From an optimization exercise on the open Yosys and OpenROAD flow, aimed at small area, a short achievable clock period and few clock cycles per item; shortcuts taken in it are not production practice. At most, simulation tests tie the RTL to the original design; equivalence was not proved.

the reference run:
## arr_multiplier_pipe
module arr_multiplier_pipe #(
  parameter int INPUT_BIT_SIZE = 32,
  parameter int STAGES         = 4
) (
  input  logic                          Clk,
  input  logic                          Reset,
  input  logic                          InValid,
  output logic                          InReady,
  input  logic [INPUT_BIT_SIZE-1:0]     InA,
  input  logic [INPUT_BIT_SIZE-1:0]     InB,
  input  logic                          Signed,
  output logic                          OutValid,
  input  logic                          OutReady,
  output logic [2*INPUT_BIT_SIZE-1:0]   Out
);
  logic        en, o_en, q_vl, q_vl2;
  logic [63:0] q_q;
  logic        r_vl, o_vl;
  logic        o_vl2;   
  logic        m_vl;
  logic [31:0] a;
  logic [31:0] b;
  logic        s;
  logic [63:0] prod, o_q;
  assign en      = !q_vl;
  assign o_en    = !o_vl || OutReady;
  assign InReady = !q_vl2;
  logic [63:0] o_nxt;
  logic [63:0] o_new;
  logic        o_enb;
  assign o_new = q_vl ? q_q : prod;
  assign o_enb = o_vl && !OutReady;
  for (genvar i = 0; i < 64; i++) begin : g_ohold
    arr_mult_hold u_ohold (.i_en(o_en), .i_enb(o_enb), .i_d(o_new[i]), .i_q(o_q[i]), .o_d(o_nxt[i]));
  end
  ...
==> flow/config.mk <==
export PLATFORM = sky130hd
export DESIGN_NAME = arr_multiplier_pipe
export DESIGN_NICKNAME = arr_multiplier_pipe
export VERILOG_FILES = /design/flow/design.v
export SDC_FILE = /design/flow/constraint.sdc
export NUM_CORES = 4
export LEC_CHECK = 0
export ABC_AREA = 1
export CAP_MARGIN = 20
export CORE_MARGIN = 2
export CORE_UTILIZATION = 50
export CTS_CLUSTER_DIAMETER = 100
export CTS_CLUSTER_SIZE = 25
export PLACE_DENSITY = 0.65
export SLEW_MARGIN = 20
export SYNTH_HIERARCHICAL = 1
export SYNTH_MINIMUM_KEEP_SIZE = 0
==> flow/constraint.sdc <==
create_clock -name core_clock -period 24.0 [get_ports {Clk}]
set_input_delay 4.8000 -clock core_clock [delete_from_list [all_inputs] [get_ports {Clk}]]
set_output_delay 4.8000 -clock core_clock [all_outputs]
set_load 0.01 [all_outputs]
standard.sh (not shown) runs the stock make flow with config.mk's settings and CLKGATE_MAP_FILE= SYNTH_SCRIPT=/design/flow/synth_recipe.tcl, a recipe that flattens the netlist after the stock synthesis.
==> flow/flow/run.sh <==
#!/bin/bash
# The standard layout (standard.sh), with three changes to how it is made:
#  - the input and output ports get sky130_fd_sc_hd__buf_2 buffers instead of the
#    buffer the resizer picks on its own (a slow delay cell);
#  - the resizer's timing repair aims for SETUP_SLACK_MARGIN ns of setup slack, so it
#    works on the paths that set the achieved period, not only on violations;
#  - clock tree synthesis adds no dummy loads (same clustering as config.mk).
# The clock period, SDC and every other setting are the standard flow's. The make output goes to
# standard.log; each ORFS step keeps its own log under orfs/logs/.
set -euo pipefail
export SETUP_SLACK_MARGIN=18.15
export BUFFER_PORTS_ARGS="-buffer_cell sky130_fd_sc_hd__buf_2"
export CTS_ARGS="-sink_clustering_enable -repair_clock_nets -dont_use_dummy_load -sink_clustering_size 25 -sink_clustering_max_diameter 100"
bash standard.sh > standard.log 2>&1
The flow did not stop early for the reference run: all stages ran, and the layout cleared the timing, DRC and antenna checks.
[inputs] the trial run vs the reference run
-- flow/flow/run.sh --
<<< the reference run, line 9
# standard.log; each ORFS step keeps its own log under orfs/logs/.
set -euo pipefail
export SETUP_SLACK_MARGIN=18.15
export BUFFER_PORTS_ARGS="-buffer_cell sky130_fd_sc_hd__buf_2"
export CTS_ARGS="-sink_clustering_enable -repair_clock_nets -dont_use_dummy_load -sink_clustering_size 25 -sink_clustering_max_diameter 100"
>>> the trial run, line 9
# standard.log; each ORFS step keeps its own log under orfs/logs/.
set -euo pipefail
export SETUP_SLACK_MARGIN=18.0
export BUFFER_PORTS_ARGS="-buffer_cell sky130_fd_sc_hd__buf_2"
export CTS_ARGS="-sink_clustering_enable -repair_clock_nets -dont_use_dummy_load -sink_clustering_size 25 -sink_clustering_max_diameter 100"
==> summary.txt <==
Looking at critical-path maximum fanout, the trial run sits above the reference run.
From the reference run to the trial run the numbers moved as follows: delay contributed by the slowest stage of the critical path went up 0.15 ns, count of non-filler cells in the finished layout level, critical path depth went up, multi-input combinational cell area flat.
Re number of flip-flops and latches: no difference whatsoever between the reference run and the trial run.
Against the reference run, total wire length in the trial run came out better.
The trial run: no failed stages, no open violations at the end
Part of the cycle the worst path needs was lower in the run labelled the reference run.
Diff the trial run..the reference run | routing usage on met2 | negligible
Function was not checked in any run of this note: the RTL went through the layout flow alone.

---

Another version of the RTL of arr_multiplier_pipe (not shown whole).
Size: about 2800 cells after synthesis, roughly 290 flip-flops, roughly 140 I/O pins, about 31000 um^2 of cells after synthesis.
## arr_multiplier_pipe
module arr_multiplier_pipe #(
  parameter int INPUT_BIT_SIZE = 32,
  parameter int STAGES         = 4
) (
  input  logic                          Clk,
  input  logic                          Reset,
  input  logic                          InValid,
  output logic                          InReady,
  input  logic [INPUT_BIT_SIZE-1:0]     InA,
  input  logic [INPUT_BIT_SIZE-1:0]     InB,
  input  logic                          Signed,
  output logic                          OutValid,
  input  logic                          OutReady,
  output logic [2*INPUT_BIT_SIZE-1:0]   Out
);
Settings: LEC_CHECK=0, ABC_AREA=1, CAP_MARGIN=20, CORE_MARGIN=2, CORE_UTILIZATION=50, CTS_CLUSTER_DIAMETER=100, CTS_CLUSTER_SIZE=25, PLACE_DENSITY=0.65, SLEW_MARGIN=20, SYNTH_HIERARCHICAL=1, SYNTH_MINIMUM_KEEP_SIZE=0; clock period 24.0 ns.
==> flow/flow/run.sh <==
#!/bin/bash
# The standard layout (standard.sh), with three changes to how it is made:
#  - the input and output ports get sky130_fd_sc_hd__buf_2 buffers instead of the
#    buffer the resizer picks on its own (a slow delay cell);
#  - the resizer's timing repair aims for SETUP_SLACK_MARGIN ns of setup slack, so it
#    works on the paths that set the achieved period, not only on violations;
#  - clock tree synthesis adds no dummy loads (same clustering as config.mk).
# The clock period, SDC and every other setting are the standard flow's. The make output goes to
# standard.log; each ORFS step keeps its own log under orfs/logs/.
set -euo pipefail
export SETUP_SLACK_MARGIN=18.0
export BUFFER_PORTS_ARGS="-buffer_cell sky130_fd_sc_hd__buf_2"
export CTS_ARGS="-sink_clustering_enable -repair_clock_nets -dont_use_dummy_load -sink_clustering_size 40 -sink_clustering_max_diameter 60"
bash standard.sh > standard.log 2>&1
The baseline ran to the end with no violations.
Testbench counts at the start, summed over its fixed seeds: cycles 12,024, items 12,000.
==> next run, changes <==
--- a/flow/flow/run.sh
+++ b/flow/flow/run.sh
@@ -2,3 +2,3 @@
 # The standard layout (standard.sh), with three changes to how it is made:
-#  - the input and output ports get sky130_fd_sc_hd__buf_2 buffers instead of the
+#  - the input and output ports get sky130_fd_sc_hd__buf_1 buffers instead of the
 #    buffer the resizer picks on its own (a slow delay cell);
@@ -11,4 +11,4 @@
 export SETUP_SLACK_MARGIN=18.0
-export BUFFER_PORTS_ARGS="-buffer_cell sky130_fd_sc_hd__buf_2"
-export CTS_ARGS="-sink_clustering_enable -repair_clock_nets -dont_use_dummy_load -sink_clustering_size 40 -sink_clustering_max_diameter 60"
+export BUFFER_PORTS_ARGS="-buffer_cell sky130_fd_sc_hd__buf_1"
+export CTS_ARGS="-sink_clustering_enable -repair_clock_nets -dont_use_dummy_load -sink_clustering_size 25 -sink_clustering_max_diameter 100"
 bash standard.sh > standard.log 2>&1
CORE_UTILIZATION = 40   (was 50)
PLACE_DENSITY = unset   (was 0.65)
=>
- via count drops by 0.73%
- die area climbs by 25%
- first-iteration DRC count drops by 12%
- synthesized cell count stays the same
==> next run, changes <==
==> flow/flow/run.sh (replaced) <==
#!/bin/bash
# The standard layout, with two changes to how it is made:
#  - the input and output ports get sky130_fd_sc_hd__buf_2 buffers instead of the
#    buffer the resizer picks on its own (a slow delay cell);
#  - the resizer's timing repair aims for SETUP_SLACK_MARGIN ns of setup slack, so it
#    works on the paths that set the achieved period, not only on violations.
# The clock period, SDC and every other setting are the standard flow's.
set -euo pipefail
export SETUP_SLACK_MARGIN=${SETUP_SLACK_MARGIN_OVERRIDE:-18.0}
export BUFFER_PORTS_ARGS="-buffer_cell sky130_fd_sc_hd__buf_2"
export CTS_ARGS="-sink_clustering_enable -repair_clock_nets -dont_use_dummy_load -sink_clustering_size 25 -sink_clustering_max_diameter 100"
bash standard.sh > standard.log 2>&1
Die area is unchanged; cell area is about the same; utilization is about the same; clock-buffer cell count came out lower by 1.
==> next run, changes <==
==> flow/flow/run.sh (replaced) <==
#!/bin/bash
# The standard layout (standard.sh), with three changes to how it is made:
#  - the input and output ports get sky130_fd_sc_hd__buf_2 buffers instead of the
#    buffer the resizer picks on its own (a slow delay cell);
#  - the resizer's timing repair aims for SETUP_SLACK_MARGIN ns of setup slack, so it
#    works on the paths that set the achieved period, not only on violations;
#  - clock tree synthesis adds no dummy loads (same clustering as config.mk).
# The clock period, SDC and every other setting are the standard flow's. The make output goes to
# standard.log; each ORFS step keeps its own log under orfs/logs/.
set -euo pipefail
export SETUP_SLACK_MARGIN=18.0
export BUFFER_PORTS_ARGS="-buffer_cell sky130_fd_sc_hd__buf_2"
export CTS_ARGS="-sink_clustering_enable -repair_clock_nets -dont_use_dummy_load -sink_clustering_size 25 -sink_clustering_max_diameter 100"
bash standard.sh > standard.log 2>&1
CORE_UTILIZATION = 50   (was 40)
GPL_TIMING_DRIVEN = 0   (was unset)
PLACE_DENSITY = 0.65   (was unset)
After rerunning:
- The new run went through all stages and came out clean
- worst setup slack improves by 0.068 ns
- synthesized area is unchanged
- die area is lower by about a fifth
- global-route usage grows by 12 points
- clock-buffer cell count is lower by 2

-- what the ideal ports hide --
How much do the figures lean on ideal ports? The routed layouts below were timed once more, with nothing changed but the port constraints. Step 1 sets driving cells, clkbuf_16 on the clock port and buf_2 on the other inputs (assumed; they add their load-dependent delay and slew). Step 2 adds t to the input delays and takes it off the output delays; t is the mean of the earliest and latest rising clock arrival at the registers after step 1. Input paths then give back, and output paths get back, about the clock's delay inside the block. Three values: no drivers, after step 1, after step 2; two values: the first two.
run	t (ns)	setup WS [ns]	slew at the worst register clock pin (ns)
the reference run	0.603	18.112 / 18.046 / 17.838	0.10 / 0.10
the trial run	0.601	17.994 / 17.994 / 17.635	0.10 / 0.10
the first run of note 2	0.643	18.036 / 17.972 / 17.828	0.09 / 0.09
the second run of note 2	0.624	17.966 / 17.901 / 17.695	0.10 / 0.10
the third run of note 2	0.627	17.979 / 17.913 / 17.670	0.11 / 0.11
the fourth run of note 2	0.593	18.047 / 17.982 / 17.779	0.10 / 0.10
After both steps every run listed still meets setup and hold. For the trial run, which loses most, drivers alone change the setup slack by 0.000 ns; drivers and shift together by -0.359 ns.
